Background: an optimization exercise with open tools, aiming at small area, a short achievable clock period and few clock cycles per item. Do not read the settings as production practice. The RTL was checked by simulation tests, not by an equivalence proof against the original design.

## epsilon
==> module fp32_add_half_unit, before the edit <==
module fp32_add_half_unit (
    input  logic [31:0] a,
    input  logic [31:0] b,
    output logic [31:0] r
);
    logic [31:0] x;
    logic [22:0] yf;
    logic [7:0]  d;
    logic [23:0] ym;
    logic        sub;
    logic [24:0] s;
    logic [4:0]  sh;
    logic [23:0] n;
    fadd_swap   u_swap (.a(a), .b(b), .x(x), .yf(yf), .d(d));
    fadd_rshift u_rsh  (.yf(yf), .d(d), .ym(ym));
    assign sub = a[31] ^ b[31];
    fadd_mant   u_mant (.xf(x[22:0]), .ym(ym), .sub(sub), .s(s));
    fadd_lzc    u_lzc  (.s(s[23:0]), .e(x[30:23]), .sh(sh));
    fadd_lshift u_lsh  (.s(s[23:0]), .sh(sh), .n(n));
    fadd_out_half u_out  (.x(x), .s(s), .sub(sub), .sh(sh), .n(n), .r(r));
endmodule
==> module fadd_out_half, before the edit <==
module fadd_out_half (input logic [31:0] x, input logic [24:0] s, input logic sub, input logic [4:0] sh, input logic [23:0] n, output logic [31:0] r);
    logic [7:0] en;
    assign en = (s[23:0] == 24'd0) ? 8'hFF : x[30:23] + {3'b111, ~sh};
    assign r = (s[24] && !sub) ? {x[31], x[30:23], s[23:1]}
                               : {x[31], en, n[22:0]};
endmodule
==> module dot_stage_b, before the edit <==
module dot_stage_b (
    input  logic [31:0] s1,
    input  logic [31:0] p2,
    input  logic [31:0] p3,
    output logic [31:0] sum
);
    logic [31:0] s2;
    fp32_add_unit i_add2 (.a(s1), .b(p2), .r(s2));
    fp32_add_half_unit i_add3 (.a(s2), .b(p3), .r(sum));
endmodule
==> module score_scale_mask, before the edit <==
module score_scale_mask (
    input  logic [31:0]        sum_in,
    input  attn_pkg::seq_idx_t row,
    input  attn_pkg::seq_idx_t col,
    input  logic               causal_en,
    output attn_pkg::score_s   score_out
);
    logic masked;
    assign masked = causal_en && (col > row);
    assign score_out.score = masked ? attn_pkg::MASK_WORD
                                    : sum_in;
    assign score_out.row   = row;
    assign score_out.col   = col;
endmodule
Settings: LEC_CHECK=0, CAP_MARGIN=20, CORE_MARGIN=2, CORE_UTILIZATION=40, SLEW_MARGIN=20, SYNTH_HIERARCHICAL=1, SYNTH_MINIMUM_KEEP_SIZE=0; clock period 135.0 ns.
standard.sh (not shown) runs the stock make flow with config.mk's settings and CLKGATE_MAP_FILE= SYNTH_SCRIPT=/design/flow/synth_recipe.tcl, a recipe that flattens the netlist after the stock synthesis.
==> flow/flow/run.sh <==
#!/bin/bash
# Standard layout with one change: the input and output port buffers are
# sky130_fd_sc_hd__buf_1 instead of the flow's default buffer cell.
set -euo pipefail
export BUFFER_PORTS_ARGS="-buffer_cell sky130_fd_sc_hd__buf_1"
bash standard.sh > standard_flow.log 2>&1
Testbench counts of epsilon, summed over its fixed seeds: cycles 1,944, items 1,920.
Edits applied to the flow inputs when going from epsilon to alpha:
--- a/flow/design.v
+++ b/flow/design.v
@@ -114,25 +114,4 @@
     fadd_out    u_out  (.x(x), .s(s), .sub(sub), .sh(sh), .n(n), .r(r));
 endmodule
-module fp32_add_half_unit (
-    input  logic [31:0] a,
-    input  logic [31:0] b,
-    output logic [31:0] r
-);
-    logic [31:0] x;
-    logic [22:0] yf;
-    logic [7:0]  d;
-    logic [23:0] ym;
-    logic        sub;
-    logic [24:0] s;
-    logic [4:0]  sh;
-    logic [23:0] n;
-    fadd_swap   u_swap (.a(a), .b(b), .x(x), .yf(yf), .d(d));
-    fadd_rshift u_rsh  (.yf(yf), .d(d), .ym(ym));
-    assign sub = a[31] ^ b[31];
-    fadd_mant   u_mant (.xf(x[22:0]), .ym(ym), .sub(sub), .s(s));
-    fadd_lzc    u_lzc  (.s(s[23:0]), .e(x[30:23]), .sh(sh));
-    fadd_lshift u_lsh  (.s(s[23:0]), .sh(sh), .n(n));
-    fadd_out_half u_out  (.x(x), .s(s), .sub(sub), .sh(sh), .n(n), .r(r));
-endmodule
 module fadd_swap (input logic [31:0] a, input logic [31:0] b, output logic [31:0] x, output logic [22:0] yf, output logic [7:0] d);
     logic        a_big;
@@ -176,10 +155,4 @@
                                : {x[31], en, n[22:0]};
 endmodule
-module fadd_out_half (input logic [31:0] x, input logic [24:0] s, input logic sub, input logic [4:0] sh, input logic [23:0] n, output logic [31:0] r);
-    logic [7:0] en;
-    assign en = (s[23:0] == 24'd0) ? 8'hFF : x[30:23] + {3'b111, ~sh};
-    assign r = (s[24] && !sub) ? {x[31], x[30:23], s[23:1]}
-                               : {x[31], en, n[22:0]};
-endmodule
 module dot_stage_a (
     input  logic [3:0]  sg,
@@ -208,5 +181,5 @@
     logic [31:0] s2;
     fp32_add_unit i_add2 (.a(s1), .b(p2), .r(s2));
-    fp32_add_half_unit i_add3 (.a(s2), .b(p3), .r(sum));
+    fp32_add_unit i_add3 (.a(s2), .b(p3), .r(sum));
 endmodule
 module mant_mul (
@@ -2833,5 +2806,5 @@
     assign masked = causal_en && (col > row);
     assign score_out.score = masked ? attn_pkg::MASK_WORD
-                                    : sum_in;
+                                    : {sum_in[31], sum_in[30:23] - 8'd1, sum_in[22:0]};
     assign score_out.row   = row;
     assign score_out.col   = col;
==> run notes <==
alpha against epsilon: layout net count held steady; maximum frequency from static timing analysis held steady; fraction of met3 tracks used by global routing grew by 0.46 points; sequential fraction of total cell area held steady. Of the two candidates, epsilon has the worse detailed placer's ending HPWL and alpha the better one. Total number of vias in alpha vs epsilon: down 350. | global-route wire length before repair | higher: epsilon |. On via count of the first global-routing pass, alpha and epsilon are neck and neck.
Testbench counts of alpha, summed over its fixed seeds: cycles 1,944, items 1,920.

-- afterwards: timing with drivers on the ports --
How much do the figures lean on ideal ports? The routed layouts below were timed once more, with nothing changed but the port constraints.
Step 1 sets driving cells, clkbuf_16 on the clock port and buf_2 on the other inputs (assumed; they add their load-dependent delay and slew).
Step 2 also shifts input and output timing later by t, the mid clock arrival at the registers, as if the neighbouring blocks saw the same clock.
a / b / c = no drivers / after step 1 / after step 2; a / b = the first two.
run | t (ns) | setup WS [ns] | hold WS [ns] | clock arrival spread, ns | worst register clock-pin slew, ns
epsilon | 0.801 | 106.683 / 106.599 / 106.865 | 0.336 / 0.336 / 0.336 | 0.079 / 0.079 | 0.07 / 0.07
alpha | 0.815 | 106.677 / 106.587 / 106.611 | 0.331 / 0.331 / 0.331 | 0.061 / 0.061 | 0.08 / 0.08
After both steps every run listed still meets setup and hold. The setup slack of alpha, which loses most, moves by -0.090 ns with the drivers and by -0.066 ns with both steps.
